What follows belongs to an exercise in optimizing a design on an open flow for small area, a short achievable clock period and few clock cycles per item; a production flow would make more cautious choices.
In this exercise RTL edits were held to simulation tests only and were not proved equivalent to the original.
No driver is modelled on the clock port, so clock power and skew are understated where the tree is cut down; a real chip needs a root buffer or a tree.

## poly_basemul_ctrl
module poly_basemul_ctrl
#(
  parameter int unsigned N_PAIRS = KYBER_N_PAIRS,
  parameter int unsigned ADDR_W  = PAIR_ADDR_W
) (
  input  logic              clk,
  input  logic              rst,
  input  logic              start,
  input  logic              acc_en,
  output logic              busy,
  output logic              done,
  output logic [ADDR_W-1:0] rd_addr,
  output logic              rd_en,
  input  logic [23:0]       a_rdata,
  input  logic [23:0]       b_rdata,
  input  logic [11:0]       g_rdata,
  input  logic [23:0]       c_rdata,
  output logic              wr_en,
  output logic [ADDR_W-1:0] wr_addr,
  output logic [23:0]       wr_data
);
  localparam logic [ADDR_W-1:0] LAST_K = ADDR_W'(N_PAIRS - 1);
  logic acc_q;
  logic rd_run;     
  logic v1, v2, v3, v4;
  logic last_wr;    
  logic start_ok;
  logic rd_job;     
  always_comb start_ok = start && !busy && !done;
  always_comb rd_job   = start_ok || rd_run;
  always_comb rd_en = 1'b1;
  always_ff @(posedge clk or posedge rst) begin
    if (rst) begin
      busy    <= 1'b0;
      done    <= 1'b0;
      rd_run  <= 1'b0;
      v1      <= 1'b0;
      v2      <= 1'b0;
      v3      <= 1'b0;
      v4      <= 1'b0;
      wr_en   <= 1'b0;
      last_wr <= 1'b0;
    end else begin
      rd_run  <= rd_job && rd_addr != LAST_K;
      v1      <= rd_job;
      v2      <= v1;
      v3      <= v2;
      v4      <= v3;
      wr_en   <= v4;
      last_wr <= v4 && wr_addr == LAST_K - ADDR_W'(1);
      busy    <= start_ok || (busy && !last_wr);
      done    <= last_wr;
    end
  end
  always_ff @(posedge clk or posedge rst) begin
    if (rst) acc_q <= 1'b0;
    else if (!busy) acc_q <= acc_en;
  end
  always_ff @(posedge clk) begin
    rd_addr <= rd_job ? rd_addr + ADDR_W'(1) : '0;
    wr_addr <= v4 ? wr_addr + ADDR_W'(1) : LAST_K;
  end
  logic [23:0] a_n_q, b_n_q, c_q;
  logic [11:0] g_n_q, g_n_q2, a0_n_q2, b0_n_q2, c0_q2;
  logic [13:0] t_n, t_n_q;
  logic [14:0] z1, z1_q, z0, z0_q;
  logic [11:0] c1, c1_q, c0;
  logic [23:0] ca;
  always_comb ca = acc_q ? c_q : 24'd0;
  basemul_s1 u_s1 (.an(a_n_q), .bn(b_n_q), .c(ca), .tn(t_n), .z1(z1));
  ...
Size: about 2700 cells after synthesis, roughly 240 flip-flops, about 130 I/O pins, about 30000 um^2 of cells after synthesis.
==> flow/config.mk <==
export PLATFORM = sky130hd
export DESIGN_NAME = poly_basemul_ctrl
export DESIGN_NICKNAME = poly_basemul_ctrl
export VERILOG_FILES = /design/flow/design.v
export SDC_FILE = /design/flow/constraint.sdc
export NUM_CORES = 4
export LEC_CHECK = 0
export CAP_MARGIN = 20
export CORE_MARGIN = 2
export CORE_UTILIZATION = 40
export GPL_TIMING_DRIVEN = 0
export SLEW_MARGIN = 20
==> flow/constraint.sdc <==
create_clock -name core_clock -period 52.0 [get_ports {clk}]
set_input_delay 10.4000 -clock core_clock [delete_from_list [all_inputs] [get_ports {clk}]]
set_output_delay 10.4000 -clock core_clock [all_outputs]
set_load 0.01 [all_outputs]
standard.sh (not shown) runs the stock make flow with config.mk's settings and CLKGATE_MAP_FILE= SYNTH_SCRIPT=/design/flow/synth_recipe.tcl, a recipe that flattens the netlist after the stock synthesis.
==> flow/flow/run.sh <==
#!/bin/bash
# Own layout flow: the standard layout with three changes.
# 1. Yosys's synth command runs without its internal "abc -fast" pass, so that the
#    explicit full-adder trees of the RTL reach extract_fa unchanged (fewer inverters
#    around the adder cells). Registers, their names and cell types are unchanged.
# 2. The port buffers that global placement inserts are buf_1 cells instead of the
#    default delay buffers; after the placement resizer, flow/upsize_outputs.tcl makes
#    the output ports' buffers buf_2 (and the address counter flip-flops drive 2).
# 3. The clock tree is flow/manual_cts.tcl's balanced two-level tree (sourced before
#    CTS, in place of TritonCTS), which is shallower than TritonCTS's three levels.
set -euo pipefail
W=$(pwd)
sed 's/yosys synth -nofsm -noshare /yosys synth -nofsm -noshare -noabc /' synth_recipe.tcl > own_synth.tcl
grep -q -- '-noabc' own_synth.tcl
sed "s|SYNTH_SCRIPT=[^ ]*synth_recipe.tcl|SYNTH_SCRIPT=$W/own_synth.tcl|" standard.sh > own_standard.sh
grep -q 'own_synth.tcl' own_standard.sh
bash own_standard.sh "BUFFER_PORTS_ARGS=-buffer_cell sky130_fd_sc_hd__buf_1" "POST_RESIZE_TCL=$W/flow/upsize_outputs.tcl" "PRE_CTS_TCL=$W/flow/manual_cts.tcl" finish > own_flow.log 2>&1
==> flow/flow/manual_cts.tcl <==
# Hook sourced before CTS (PRE_CTS_TCL). It replaces TritonCTS's clock tree with a
# balanced two-level tree: the clock port drives four clkbuf_16 buffers (one per
# quarter of the flip-flops, split by position: halves by x, then each half by y),
# and each of these drives three clkbuf_16 buffers, one per third of its quarter
# (split by y).
# Every register gets its clock through the same two buffer kinds with about the
# same load, so the tree is balanced; it is just shallower than TritonCTS's.
rename clock_tree_synthesis tritoncts_clock_tree_synthesis
proc mcts_split {items idx parts} {
  set s [lsort -integer -index $idx $items]
  set n [llength $s]
  set out {}
  for {set i 0} {$i < $parts} {incr i} {
    set a [expr {($n * $i) / $parts}]
    set b [expr {($n * ($i + 1)) / $parts - 1}]
    lappend out [lrange $s $a $b]
  }
  return $out
}
proc mcts_center {items} {
  set sx 0; set sy 0
  foreach s $items { incr sx [lindex $s 1]; incr sy [lindex $s 2] }
  set n [llength $items]
  return [list [expr {$sx / $n}] [expr {$sy / $n}]]
}
proc mcts_buffer {block master name innet items} {
  set buf [odb::dbInst_create $block $master $name]
  set net [odb::dbNet_create $block "net_$name"]
  $net setSigType CLOCK
  [$buf findITerm A] connect $innet
  [$buf findITerm X] connect $net
  foreach s $items {
    set it [lindex $s 0]
    $it disconnect
    $it connect $net
  }
  set c [mcts_center $items]
  $buf setLocation [lindex $c 0] [lindex $c 1]
  $buf setPlacementStatus PLACED
  return [list [[$buf findITerm A] getNet] $buf $c]
}
proc clock_tree_synthesis {args} {
  set db [ord::get_db]
  set block [ord::get_db_block]
  set clknet [$block findNet clk]
  set top [$db findMaster sky130_fd_sc_hd__clkbuf_16]
  set leaf [$db findMaster sky130_fd_sc_hd__clkbuf_16]
  set sinks {}
  foreach it [$clknet getITerms] {
    set bb [[$it getInst] getBBox]
    lappend sinks [list $it [expr {([$bb xMin] + [$bb xMax]) / 2}] [expr {([$bb yMin] + [$bb yMax]) / 2}]]
  }
  set q 0
  foreach half [mcts_split $sinks 1 2] {
    foreach quarter [mcts_split $half 2 2] {
      # level 1 buffer first, connected to clk; its load is set below
      set l1 [odb::dbInst_create $block $top "clkbuf_man_$q"]
      set l1net [odb::dbNet_create $block "net_clkbuf_man_$q"]
      $l1net setSigType CLOCK
      [$l1 findITerm A] connect $clknet
      [$l1 findITerm X] connect $l1net
      set leafs {}
      set j 0
      foreach col [list $quarter] {
        foreach part [mcts_split $col 2 3] {
          set r [mcts_buffer $block $leaf "clkbuf_man_${q}_$j" $l1net $part]
          set c [lindex $r 2]
          lappend leafs [list [[lindex $r 1] findITerm A] [lindex $c 0] [lindex $c 1]]
          puts "manual_cts: clkbuf_man_${q}_$j drives [llength $part] clock pins"
          incr j
        }
      }
      set c [mcts_center $leafs]
      $l1 setLocation [lindex $c 0] [lindex $c 1]
      $l1 setPlacementStatus PLACED
      incr q
    }
  }
  set_propagated_clock [all_clocks]
}
Other scripts of this flow, unchanged in this note and not shown: flow/flow/upsize_outputs.tcl
The first run finished with timing, DRC and antenna clean.
Testbench counts at the start, summed over its fixed seeds: cycles 6,432, jobs 48.
Edit:
--- a/flow/flow/manual_cts.tcl
+++ b/flow/flow/manual_cts.tcl
@@ -2,6 +2,6 @@
 # balanced two-level tree: the clock port drives four clkbuf_16 buffers (one per
 # quarter of the flip-flops, split by position: halves by x, then each half by y),
-# and each of these drives three clkbuf_16 buffers, one per third of its quarter
-# (split by y).
+# and each of these drives four clkbuf_16 buffers, one per quarter of its quarter
+# (again halves by x, then by y).
 # Every register gets its clock through the same two buffer kinds with about the
 # same load, so the tree is balanced; it is just shallower than TritonCTS's.
@@ -62,6 +62,6 @@
       set leafs {}
       set j 0
-      foreach col [list $quarter] {
-        foreach part [mcts_split $col 2 3] {
+      foreach col [mcts_split $quarter 1 2] {
+        foreach part [mcts_split $col 2 2] {
           set r [mcts_buffer $block $leaf "clkbuf_man_${q}_$j" $l1net $part]
           set c [lindex $r 2]
- GPL_TIMING_DRIVEN: 0 -> unset
First-iteration DRC count falls by 21%.
Routed wire length came out lower by 3.3%.
Via count stays flat.
Design area came out lower by 0.50%.
Flip-flop and latch count is unchanged.
Die area is unchanged.
Worst hold slack gets worse by 0.011 ns.
Clock skew decreases by 0.021 ns.
Edit:
--- a/flow/flow/manual_cts.tcl
+++ b/flow/flow/manual_cts.tcl
@@ -2,6 +2,6 @@
 # balanced two-level tree: the clock port drives four clkbuf_16 buffers (one per
 # quarter of the flip-flops, split by position: halves by x, then each half by y),
-# and each of these drives four clkbuf_16 buffers, one per quarter of its quarter
-# (again halves by x, then by y).
+# and each of these drives three clkbuf_16 buffers, one per third of its quarter
+# (split by y).
 # Every register gets its clock through the same two buffer kinds with about the
 # same load, so the tree is balanced; it is just shallower than TritonCTS's.
@@ -62,6 +62,6 @@
       set leafs {}
       set j 0
-      foreach col [mcts_split $quarter 1 2] {
-        foreach part [mcts_split $col 2 2] {
+      foreach col [list $quarter] {
+        foreach part [mcts_split $col 2 3] {
           set r [mcts_buffer $block $leaf "clkbuf_man_${q}_$j" $l1net $part]
           set c [lindex $r 2]
- CAP_MARGIN: 20 -> 0
- SLEW_MARGIN: 20 -> 0
=> Final area shrinks slightly. Register-to-register slack is about the same. Global-route usage hardly moves. Critical path depth is unchanged. Via count stays flat. Cell count hardly moves.
No run of this note takes its clock network from TritonCTS; it comes from the design's own scripts or RTL.

-- static timing again, ports no longer ideal --
The flow's constraints put no driver on any port. The routed layouts listed below were extracted and timed again, unchanged, in two steps.
Step 1 (the two cells are an assumption about what drives the block):
set clk [get_ports {clk}]
set_driving_cell -lib_cell sky130_fd_sc_hd__clkbuf_16 $clk
set_driving_cell -lib_cell sky130_fd_sc_hd__buf_2 [delete_from_list [all_inputs] $clk]
Step 2, shift: input delay + t, output delay - t, t = (earliest + latest rising clock arrival at the registers) / 2. This alone moves slack from input paths to output paths.
Three values: ideal ports, drivers, drivers and shift; two values: the first two.
run	t, ns	setup slack, ns	clock arrival spread, ns	slew at the worst register clock pin (ns)
the first run	0.467	40.500 / 40.499 / 40.499	0.060 / 0.059	0.11 / 0.11
the second run	0.458	40.740 / 40.598 / 40.706	0.034 / 0.035	0.08 / 0.08
the third run	0.451	40.738 / 40.596 / 40.714	0.036 / 0.036	0.10 / 0.10
After both steps setup and hold are still met in every run listed. For the second run, which loses most, drivers alone change the setup slack by -0.142 ns; drivers and shift together by -0.034 ns.
